What follows belongs to an exercise in optimizing a design on an open flow for small area, a short achievable clock period and few clock cycles; a production flow would make more cautious choices. No run shown here included a check of the RTL's function; only the layout flow was run. No activity file was given, so power comes from the tool's default toggle rates.

--- flow/design.v ---
package ptts_pkg;
    localparam int NUM_SLOTS = 16;
    localparam int IDX_W     = (NUM_SLOTS > 1) ? $clog2(NUM_SLOTS) : 1;
    localparam int SLOT_W    = 4;
    localparam logic [2:0] CMD_ADD  = 3'd0;
    localparam logic [2:0] CMD_DEL  = 3'd1;
    localparam logic [2:0] CMD_QRY  = 3'd2;
    localparam logic [2:0] CMD_TICK = 3'd3;
    localparam logic [2:0] CMD_DSP  = 3'd4;
    localparam logic [1:0] ST_RUNNABLE = 2'd0;
    localparam logic [1:0] ST_RUNNING  = 2'd1;
    localparam logic [1:0] ST_STOPPED  = 2'd2;
    localparam logic [1:0] ST_ERROR    = 2'd3;
    localparam logic [1:0] K_ADD  = 2'd0;
    localparam logic [1:0] K_DEL  = 2'd1;
    localparam logic [1:0] K_STAT = 2'd2;
    localparam logic [1:0] K_FIRE = 2'd3;
    localparam logic [15:0] TICK_DIV_RST = 16'd392;
    typedef struct packed {
        logic [2:0]  cmd;
        logic [7:0]  task_key;
        logic [15:0] period;
    } t_item;
    typedef struct packed {
        logic [1:0] resp_kind;
        logic [7:0] out_task;
        logic [3:0] slot_index;
        logic [1:0] task_status;
        logic       ok;
        logic       last;
    } t_result;
    typedef struct packed {
        logic             accept;
        logic             scan;
        logic             flush;
        logic             last_slot;
        logic [IDX_W-1:0] idx;
        logic [2:0]       op;
    } t_dp_ctl;
    typedef struct packed {
        logic hit;
        logic wrap;
    } t_dp_sts;
endpackage
import ptts_pkg::*;
module periodic_task_table_scheduler (
    input  logic              i_clk,
    input  logic              i_rst_n,
    input  logic              start,
    output logic              busy,
    input  logic [26:0]       i_item,
    output logic              o_result_valid,
    output logic [17:0]       o_result,
    input  logic              i_cfg_valid,
    output logic              o_cfg_ready,
    input  logic [15:0]       i_cfg_data
);
    localparam int N = NUM_SLOTS;
    function automatic logic [N-1:0] first_one(input logic [N-1:0] v);
        logic seen;
        seen = 1'b0;
        for (int i = 0; i < N; i++) begin
            first_one[i] = v[i] && !seen;
            seen = seen | v[i];
        end
    endfunction
    function automatic logic [3:0] first_idx(input logic [N-1:0] v);
        first_idx = '0;
        for (int i = N - 1; i >= 0; i--) begin
            if (v[i]) first_idx = 4'(i);
        end
    endfunction
    function automatic logic many(input logic [N-1:0] v);
        logic seen;
        seen = 1'b0;
        many = 1'b0;
        for (int i = 0; i < N; i++) begin
            many = many | (seen && v[i]);
            seen = seen | v[i];
        end
    endfunction
    logic [7:0]   r_key [N];
    logic [15:0]  r_per [N];
    logic [15:0]  r_el  [N];
    logic [N-1:0] r_run;
    logic [N-1:0] r_due;     
    logic [15:0]  r_tick_div;
    logic [15:0]  r_pre;
    logic         r_wrap;    
    logic         r_busy;
    logic         r_vld;
    logic [17:0]  r_out;
    logic [N-1:0] r_pm;
    logic [2:0]  cmd;
    logic [7:0]  key_in;
    logic [15:0] per_in;
    assign cmd    = i_item[26:24];
    assign key_in = i_item[23:16];
    assign per_in = i_item[15:0];
    logic accept;
    assign accept = start && !r_busy;
    assign busy           = r_busy;
    assign o_cfg_ready    = !r_busy && !start;
    assign o_result_valid = r_vld;
    assign o_result       = r_out;
    logic [N-1:0] due, match, per_zero, eq_inc;
    logic [15:0]  el_inc [N];
    always_comb begin
        for (int i = 0; i < N; i++) begin
            due[i]      = r_due[i];
            match[i]    = (r_key[i] == key_in);
            per_zero[i] = (r_per[i] == '0);
            el_inc[i]   = r_el[i] + 16'd1;
            eq_inc[i]   = (el_inc[i] == r_per[i]);
        end
    end
    logic [N-1:0] fire, fire1, free1, match1;
    logic [3:0]   fire_idx, free_idx, match_idx;
    logic         fire_any, fire_many, free_any, match_any;
    logic [7:0]   fire_key;
    logic         match_run;
    assign fire      = r_busy ? r_pm : due;
    assign fire1     = first_one(fire);
    assign fire_idx  = first_idx(fire);
    assign fire_any  = |fire;
    assign fire_many = many(fire);
    assign free1     = first_one(~r_run);
    assign free_idx  = first_idx(~r_run);
    assign free_any  = ~&r_run;
    assign match1    = first_one(match);
    assign match_idx = first_idx(match);
    assign match_any = |match;
    always_comb begin
        fire_key  = '0;
        match_run = 1'b0;
        for (int i = 0; i < N; i++) begin
            fire_key  = fire_key | (fire1[i] ? r_key[i] : 8'd0);
            match_run = match_run | (match1[i] && r_run[i]);
        end
    end
    logic        n_vld, n_busy;
    logic [17:0] n_out;
    always_comb begin
        n_busy = 1'b0;
        n_vld  = 1'b0;
        n_out  = {K_FIRE, fire_key, fire_idx, ST_RUNNABLE, 1'b1, !fire_many};
        if (r_busy) begin
            n_vld  = 1'b1;
            n_busy = fire_many;
        end else if (accept) begin
            case (cmd)
                CMD_ADD: begin
                    n_vld = 1'b1;
                    n_out = free_any ? {K_ADD, key_in, free_idx, ST_RUNNABLE, 1'b1, 1'b1}
                                     : {K_ADD, key_in, 4'd0, ST_ERROR, 1'b0, 1'b1};
                end
                CMD_DEL: begin
                    n_vld = 1'b1;
                    n_out = match_any ? {K_DEL, key_in, match_idx, ST_STOPPED, 1'b1, 1'b1}
                                      : {K_DEL, key_in, 4'd0, ST_ERROR, 1'b0, 1'b1};
                end
                CMD_QRY: begin
                    n_vld = 1'b1;
                    n_out = match_any ? {K_STAT, key_in, match_idx,
                                         (match_run ? ST_RUNNABLE : ST_STOPPED), 1'b0, 1'b1}
                                      : {K_STAT, key_in, 4'd0, ST_ERROR, 1'b0, 1'b1};
                end
                CMD_DSP: begin
                    n_vld  = fire_any;
                    n_busy = fire_many;
                end
                default: ;
            endcase
        end
    end
    logic do_add, do_del, do_tick, do_dsp, cfg_we, wrap, n_wrap;
    assign do_add  = accept && (cmd == CMD_ADD);
    assign do_del  = accept && (cmd == CMD_DEL);
    assign do_tick = accept && (cmd == CMD_TICK);
    assign do_dsp  = accept && (cmd == CMD_DSP);
    assign cfg_we  = !r_busy && !start && i_cfg_valid;
    assign wrap    = r_wrap;
    always_comb begin
        if (cfg_we)
            n_wrap = ({1'b0, r_pre} + 17'd1) >= {1'b0, i_cfg_data};
        else if (do_tick)
            n_wrap = r_wrap ? (r_tick_div <= 16'd1)
                            : (({1'b0, r_pre} + 17'd2) >= {1'b0, r_tick_div});
        else
            n_wrap = r_wrap;
    end
    always_ff @(posedge i_clk) begin
        if (!i_rst_n) begin
            r_busy     <= 1'b0;
            r_vld      <= 1'b0;
            r_pm       <= '0;
            r_run      <= '0;
            r_due      <= '0;
            r_pre      <= '0;
            r_tick_div <= TICK_DIV_RST;
            r_wrap     <= 1'b0;
            for (int i = 0; i < N; i++) r_key[i] <= '0;
        end else begin
            r_busy <= n_busy;
            r_vld  <= n_vld;
            if (r_busy || do_dsp) r_pm <= fire & ~fire1;
            r_wrap <= n_wrap;
            if (cfg_we) r_tick_div <= i_cfg_data;
            if (do_tick) r_pre <= wrap ? 16'd0 : r_pre + 16'd1;
            for (int i = 0; i < N; i++) begin
                if (do_add && free1[i]) begin
                    r_key[i] <= key_in;
                    r_run[i] <= 1'b1;
                    r_due[i] <= (per_in == '0);
                end else if (do_dsp && due[i]) begin
                    r_due[i] <= per_zero[i];
                end else if (do_tick && wrap && r_run[i] && !due[i]) begin
                    r_due[i] <= eq_inc[i];
                end
                if (do_del && match1[i]) begin
                    r_run[i] <= 1'b0;
                    r_due[i] <= 1'b0;
                end
            end
        end
    end
    always_ff @(posedge i_clk) begin
        r_out <= n_out;
    end
    always_ff @(posedge i_clk) begin
        for (int i = 0; i < N; i++) begin
            if (do_add && free1[i]) begin
                r_per[i] <= per_in;
                r_el[i]  <= '0;
            end else if (do_dsp && due[i]) begin
                r_el[i]  <= '0;
            end else if (do_tick && wrap && r_run[i] && !due[i]) begin
                r_el[i]  <= el_inc[i];
            end
        end
    end
endmodule
--- flow/run.sh ---
#!/bin/bash
# synth_recipe.tcl (not shown) runs the flow's synth.tcl, then flattens the netlist and writes it again
# the make line also repeats each setting of config.mk as NAME=value (left out here)
make -C /OpenROAD-flow-scripts/flow DESIGN_CONFIG=/design/flow/config.mk WORK_HOME=/design/flow/orfs CLKGATE_MAP_FILE= SYNTH_SCRIPT=/design/flow/synth_recipe.tcl finish
--- flow/config.mk ---
export PLATFORM = sky130hd
export DESIGN_NAME = periodic_task_table_scheduler
export DESIGN_NICKNAME = periodic_task_table_scheduler
export VERILOG_FILES = /design/flow/design.v
export SDC_FILE = /design/flow/constraint.sdc
export NUM_CORES = 4
export LEC_CHECK = 0
export ABC_CLOCK_PERIOD_IN_PS = 3000
export CAP_MARGIN = 20
export CORE_MARGIN = 2
export CORE_UTILIZATION = 40
export SETUP_SLACK_MARGIN = 3.0
export SLEW_MARGIN = 20
--- flow/constraint.sdc ---
create_clock -name core_clock -period 6.0 [get_ports {i_clk}]
set_input_delay 1.2000 -clock core_clock [delete_from_list [all_inputs] [get_ports {i_clk}]]
set_output_delay 1.2000 -clock core_clock [all_outputs]
set_load 0.01 [all_outputs]
==> flow_summary.ini, run 1 <==
[floorplanning]
fp.dieH_um = 319.6
rows = 115
ioPinCount = 68
die_width_um = 319.6
dieArea_mm2 = 0.1021
start_util_pct = 40.42
fp.coreArea_mm2 = 0.09856

[global_routing]
gr-usage-all-layers_pct = 23.48
grt_overflow = 0
grt_max_degree = 95
grt_pass1_vias = 31210
grt_pass1_wl_um = 188600
antenna_found_initial = 11

[min_path]
hp-class = reg2reg

[power]
combPwrFrac_pct = 3.9
clock_power_share_pct = 49.8
p_leak_nw = 15.72
total_power_w = 0.01128
power_density_mw_per_mm2 = 243.2
seq_power_share_pct = 46.3
p_sw_w = 0.002544
peakVddDrop_mv = 0.2153
p_int_w = 0.008741
p_sw_share_pct = 22.54

[synthesis]
ys_ff_latch = 740
seq_area_frac_synth_pct = 43.61
syn_nets = 4500
synth_ff_type = dfxtp_1
yosysTopAreaCell = dfxtp_1
syn-cell-area_mm2 = 0.03984
synth_compound_area_share_pct = 14.05
synth_edf_count = 256
yosys.area_share.simple_pct = 20.72
synthTopCellsByCount = dfxtp_1 (484), nor2_1 (424), nand2_1 (398)
synth_area_leaders = dfxtp_1 (24%), edfxtp_1 (19%), xnor2_1 (7.8%), xor2_1 (5.6%), nor2_1 (4.0%)
yosys-mux-area-fraction_pct = 3.222
ys_types = 94
yosysTopAreaCellShare_pct = 24.32
synth_xor_area_share_pct = 13.42
synth_top_family_by_area = simple AND/OR/NAND/NOR gates
avgSynthCellArea_um2 = 9.049
synth-async-reset-ratio_pct = 0
synthAdderAreaFrac_pct = 1.595
yosysWarnings = 5
synth_most_common_cell = dfxtp_1
synthCells = 4403

[clocking]
hold_buffers = 0
cts_buffers = 83
ctsHtreeMaxLevel = 3
clock_latency_ps = 680
cts_num_sinks = 740
cts_root_buffer = clkbuf_16
cts_buffer_depth = 3
cts_tree = yes
path_clk_slew_ps = 60

[drt]
final_antenna_net_count = 0
drtIter0Drc = 3223
wl_um = 123500
drc = 0
via_count = 33820
firstDrtPassIters = 8
via_per_inst = 5.816
routedWlPerCell_um = 21.24

[worst_setup_path]
cp.buffers_inverters = 2
path_delay_family = buffers and inverters
worstPathMaxFanout = 7
worstSetupPathType = in2out
slowest_stage = nor2_4
end_kind = output pin
cp.required_ps = 4800
worstSetupStartpointType = input pin
crit_path_max_incr_delay_ps = 230
path_cells = buf_2 -> nor2_4 -> dlymetal6s2s_1
arrival_ps = 1840

[cells_and_area]
final_nets = 4550
drive_above_1_share_pct = 11.01
stdcell_area_mm2 = 0.04641
area_delta_synth_final_pct = 16.48

[sta]
drv_slew = 0
fmax_ghz = 0.3286
fin_skew_ps = 37.68
final_hold_viol_count = 0
setup_tns_ps = 0
rsz0062_at_grt = yes
setup_violations = 0
tightest_slew_ps = 918.5
finalWorstSetupSlack_ps = 2957
relSlewSlack_pct = 38.76
final.min_clock_period_ps = 3043
fin_crit_sh_pct = 50.72
fin_hold_ws_ps = 468.4

[flow_run]
maxCapViolCount = 0

[placed_design]
port_buffers = 67
dp_hpwl_um = 83140
post-place-ws_ps = 1163
post_dp_cell_area_mm2 = 0.04190
gp_congestion = 0.9056

[status]
outcome = timing/DRC/antenna clean
[routing by layer]
metal	global-route usage, %	part of all wire, %	vias up
li1	-	-	16050
met1	33.21	45	16410
met2	37.19	45	1162
met3	2.932	6.7	196
met4	7.537	2.9	2
met5	0	0.0097	-
[cell type report]
| cell class | count | area, um2 |
|---|---|---|
| antenna | 5 | 12.51 |
| clock buffer | 101 | 2226 |
| clock inverter | 54 | 790.8 |
| fill | 9290 | 52150 |
| inverter | 103 | 402.9 |
| multi-input combinational | 3323 | 22150 |
| sequential | 740 | 17410 |
| tap | 1287 | 1610 |
| timing repair buffer | 202 | 1810 |
[sequential cells by signal (all words and copies together) (netlist names)]
register,count
r_el,256
r_per,256
r_key,128
r_out,18
r_due,16
r_pre,16
r_run,16
r_tick_div,16
r_pm,15
r_busy,1
r_vld,1
r_wrap,1
[final timing paths]
kind	startpoint	end	slack [ps]	depth (start not counted)
max	start	o_cfg_ready	2960	3
min	r_tick_div[0]	r_tick_div[0]	470	2
max reg2reg	r_busy	r_out[0]	3070	8
min reg2reg	r_tick_div[0]	r_tick_div[0]	470	2
[what timing repair did]
item,in CTS,in global routing
endpoints found under the hold margin,0,0
pin swaps,23,31
resized for setup,147,97
gates cloned,3,0
endpoints found under the setup margin,555,211
buffers inserted,30,36
[power groups by stage]
stage / clock network [W] / registers, W / logic [W]
3_5_place_dp: 0 / 0.00534 / 0.000402
4_1_cts: 0.00570 / 0.00523 / 0.000422
6_report: 0.00562 / 0.00523 / 0.000439
5_1_grt: 0.00592 / 0.00522 / 0.000460
2_1_floorplan: 0 / 0.00533 / 0.000205
3_3_place_gp: 0 / 0.00534 / 0.000401
[per-stage QoR]
step / util [%] / instances
global route: 47.08 / 5811
detailed placement: 42.51 / 5586
CTS: 46.32 / 5774
floorplan: - / 4403
global placement: 42.50 / 5585
finish: 47.09 / 5815
[cell usage in the layout, fill, tap and decap left out, types with 16 or more instances in the layout]
cell / instances
a211oi_1: 34
a21o_1: 17
a21oi_1: 188
a221o_1: 18
a22oi_1: 24
a31oi_1: 28
and2_1: 49
and3_1: 46
and4_1: 37
buf_4: 119
bufinv_16: 17
clkbuf_16: 84
clkdlybuf4s50_1: 49
clkinv_2: 17
dfxtp_1: 469
edfxtp_1: 256
ha_1: 47
inv_1: 98
mux2i_1: 116
nand2_1: 391
nand2b_1: 22
nand3_1: 143
nand4_1: 109
nor2_1: 401
nor2_2: 16
nor2b_1: 24
nor3_1: 84
nor4_1: 110
nor4_2: 25
nor4_4: 18
o2111ai_1: 16
o21ai_0: 299
o22ai_1: 28
o31ai_1: 55
or3_1: 30
xnor2_1: 351
xor2_1: 253
[logic make-up after synthesis]
kind of cell	after synthesis
DFF	740
buffers and inverters	342
muxes	127
and+or+nand+nor	1644
AOI/OAI and AO/OA	890
adders and majority gates	51
xor gates and xnor gates	609
[worst register-to-register path, cell delays in order, from the launching register on]
cell and delay [ps]:
dfxtp_4 420, buf_12 200, mux2i_1 520, nor2_1 90
or4b_1 480, maj3_1 360, nor4_1 330, nand4_1 150
nand2_1 250
==> run 2, diff against run 1 <==
--- a/flow/config.mk
+++ b/flow/config.mk
@@ -5,7 +5,6 @@
 export SDC_FILE = /design/flow/constraint.sdc
 export NUM_CORES = 4
 export LEC_CHECK = 0
-export ABC_CLOCK_PERIOD_IN_PS = 3000
 export CAP_MARGIN = 20
 export CORE_MARGIN = 2
 export CORE_UTILIZATION = 40
==> run 2 against run 1 <==
Net effect:
- design area is the same
- clock skew is the same
- critical path depth is the same
- still clean on timing, DRC and antenna
- clock power is essentially flat
- final cell count is the same
- hold slack is the same
- critical path type unchanged
- combinational power is essentially flat
==> flow_summary.ini, run 2 <==
[synthesis]
synth_ff_type = dfxtp_1
ys_types = 94
synth_area_leaders = dfxtp_1 (24%), edfxtp_1 (19%), xnor2_1 (7.8%), xor2_1 (5.6%), nor2_1 (4.0%)
syn_nets = 4500
synthTopCellsByCount = dfxtp_1 (484), nor2_1 (424), nand2_1 (398)
syn-cell-area_mm2 = 0.03984
yosysWarnings = 5
yosysTopAreaCell = dfxtp_1
synth-async-reset-ratio_pct = 0
yosysTopAreaCellShare_pct = 24.32
synth_edf_count = 256
ys_ff_latch = 740
seq_area_frac_synth_pct = 43.61
avgSynthCellArea_um2 = 9.049
synthCells = 4403
synth_most_common_cell = dfxtp_1

[power]
combPwrFrac_pct = 3.9
peakVddDrop_mv = 0.2153
power_density_mw_per_mm2 = 243.2
seq_power_share_pct = 46.3
clock_power_share_pct = 49.8
p_sw_w = 0.002544
p_leak_nw = 15.72
p_int_w = 0.008741
p_sw_share_pct = 22.54

[cells_and_area]
drive_above_1_share_pct = 11.01
area_delta_synth_final_pct = 16.48
reg_top3 = r_el x256, r_per x256, r_key x128
final_nets = 4550
fillCellCount = 9290
stdcell_area_mm2 = 0.04641
layout_common_cells = dfxtp_1 (469), nor2_1 (401), nand2_1 (391)
final_common_cell = dfxtp_1

[placed_design]
gp_congestion = 0.9056
post_dp_cell_area_mm2 = 0.04190
port_buffers = 67
dp_hpwl_um = 83140

[drt]
wl_um = 123500
met1_length_um = 55600
via_count = 33820
top_layer_used = met5
routedWlPerCell_um = 21.24
met2_length_um = 55960
drtIter0Drc = 3223
routed-wl-met3_um = 8331
final_antenna_net_count = 0
firstDrtPassIters = 8
via_per_inst = 5.816
drc = 0

[worst_setup_path]
arrival_ps = 1840
cp.required_ps = 4800
path_delay_family = buffers and inverters
worstSetupStartpointType = input pin
crit_path_max_incr_delay_ps = 230
worstSetupPathType = in2out
slowest_stage = nor2_4
worstPathMaxFanout = 7
end_kind = output pin
path_cells = buf_2 -> nor2_4 -> dlymetal6s2s_1
cp.buffers_inverters = 2

[clocking]
cts_root_buffer = clkbuf_16
path_clk_slew_ps = 60
clock_latency_ps = 680
cts_tree = yes
hold_buffers = 0
cts_buffers = 83
cts_buffer_depth = 3
cts_num_sinks = 740
ctsHtreeMaxLevel = 3

[global_routing]
grt_pass1_vias = 31210
antenna_found_initial = 11
grt_pass1_wl_um = 188600
grt_overflow = 0
grt_max_degree = 95
gr-usage-all-layers_pct = 23.48

[floorplanning]
fp.dieH_um = 319.6
start_util_pct = 40.42
die_width_um = 319.6
fp.coreArea_mm2 = 0.09856
ioPinCount = 68
dieArea_mm2 = 0.1021
rows = 115

[sta]
drv_slew = 0
setup_violations = 0
rsz0062_at_grt = yes
relSlewSlack_pct = 38.76
final.min_clock_period_ps = 3043
fin_crit_sh_pct = 50.72
fmax_ghz = 0.3286
tightest_slew_ps = 918.5
setup_tns_ps = 0
fin_skew_ps = 37.68
final_hold_viol_count = 0

[flow_run]
maxCapViolCount = 0

[min_path]
hp-class = reg2reg

[status]
outcome = timing/DRC/antenna clean
-- run 2: cell counts after synthesis --
No cell type changed its count.
-- run 2: tightest hold or removal path: stages (launching register included) --
cell	delay (ps)
dfxtp_1	310
nand2_1	60
a21oi_1	50
-- run 2: kinds of logic (layout without fill, tap and decap cells) --
logic type	Yosys count	in the layout	synth area share, %
simple gates	1644	1646	20.72
compound gates	890	890	14.05
flops	740	740	43.61
xor+xnor	609	609	13.42
buf+inv	342	460	3.373
mux	127	127	3.222
fa+ha+maj	51	51	1.595
other cells	0	5	0
-- run 2: per-stage QoR --
stage	instances	setup WS (ps)	hold WS, ps	util [%]	total power [W]
finish	5815	2957	468.4	47.09	0.01128
global route	5811	2958	485.2	47.08	0.01161
CTS	5774	2568	467.0	46.32	0.01135
detailed placement	5586	1163	458.4	42.51	0.005738
global placement	5585	665.9	454.5	42.50	0.005737
floorplan	4403	2566	440.6	-	0.005534
-- run 2: final timing paths --
path	slack, ps	cells past startpoint	startpoint	end
setup / recovery	2960	3	start	o_cfg_ready
hold / removal	470	2	r_tick_div[0]	r_tick_div[0]
setup reg to reg	3070	8	r_busy	r_out[0]
hold reg to reg	470	2	r_tick_div[0]	r_tick_div[0]
-- run 2: layout make-up --
| class | instances | area [um2] | area share, % |
|---|---|---|---|
| Tap cell | 1287 | 1610 | 3.470 |
| Inverter | 103 | 402.9 | 0.8681 |
| Clock inverter | 54 | 790.8 | 1.704 |
| Antenna cell | 5 | 12.51 | 0.02696 |
| Timing Repair Buffer | 202 | 1810 | 3.901 |
| Clock buffer | 101 | 2226 | 4.796 |
| Sequential cell | 740 | 17410 | 37.50 |
| Multi-Input combinational cell | 3323 | 22150 | 47.73 |
-- run 2: what timing repair did --
item	4_1_cts	5_1_grt
gates cloned	3	0
gates resized for setup	147	97
pin swaps	23	31
setup endpoints to repair	555	211
setup buffers	30	36
-- run 2: power groups by stage --
| stage | Combinational (W) | Sequential, W | Clock [W] |
|---|---|---|---|
| after floorplan | 0.000205 | 0.00533 | 0 |
| after global placement | 0.000401 | 0.00534 | 0 |
| after detailed placement | 0.000402 | 0.00534 | 0 |
| after CTS | 0.000422 | 0.00523 | 0.00570 |
| after global routing | 0.000460 | 0.00522 | 0.00592 |
| final | 0.000439 | 0.00523 | 0.00562 |
-- run 2: routing by layer --
metal	GRT usage, %	vias to the layer above
li1	-	16050
met3	2.932	196
met4	7.537	2
met5	0	-
met2	37.19	1162
met1	33.21	16410

[static timing again, ports no longer ideal]
The flow's constraints put no driver on any port. The routed layouts listed below were extracted and timed again, unchanged, in two steps.
Step 1 assumes that a clkbuf_16 drives the clock port and a buf_2 every other input.
Step 2 times the ports against the registers' clock, not the clock port: input delays grow and output delays shrink by t, the midpoint of the rising clock arrivals with the driver on.
a / b / c = ideal / step 1 / step 2; a / b = the first two.
run | t, ns | setup WS [ns] | hold WS [ns] | clock arrival spread, ns | worst data-port slew with drivers (ns)
run 1 | 0.728 | 2.957 / 2.936 / 2.264 | 0.468 / 0.468 / 0.468 | 0.038 / 0.038 | 0.12
run 2 | 0.728 | 2.957 / 2.936 / 2.264 | 0.468 / 0.468 / 0.468 | 0.038 / 0.038 | 0.12
After both steps setup and hold are still met in every run listed.
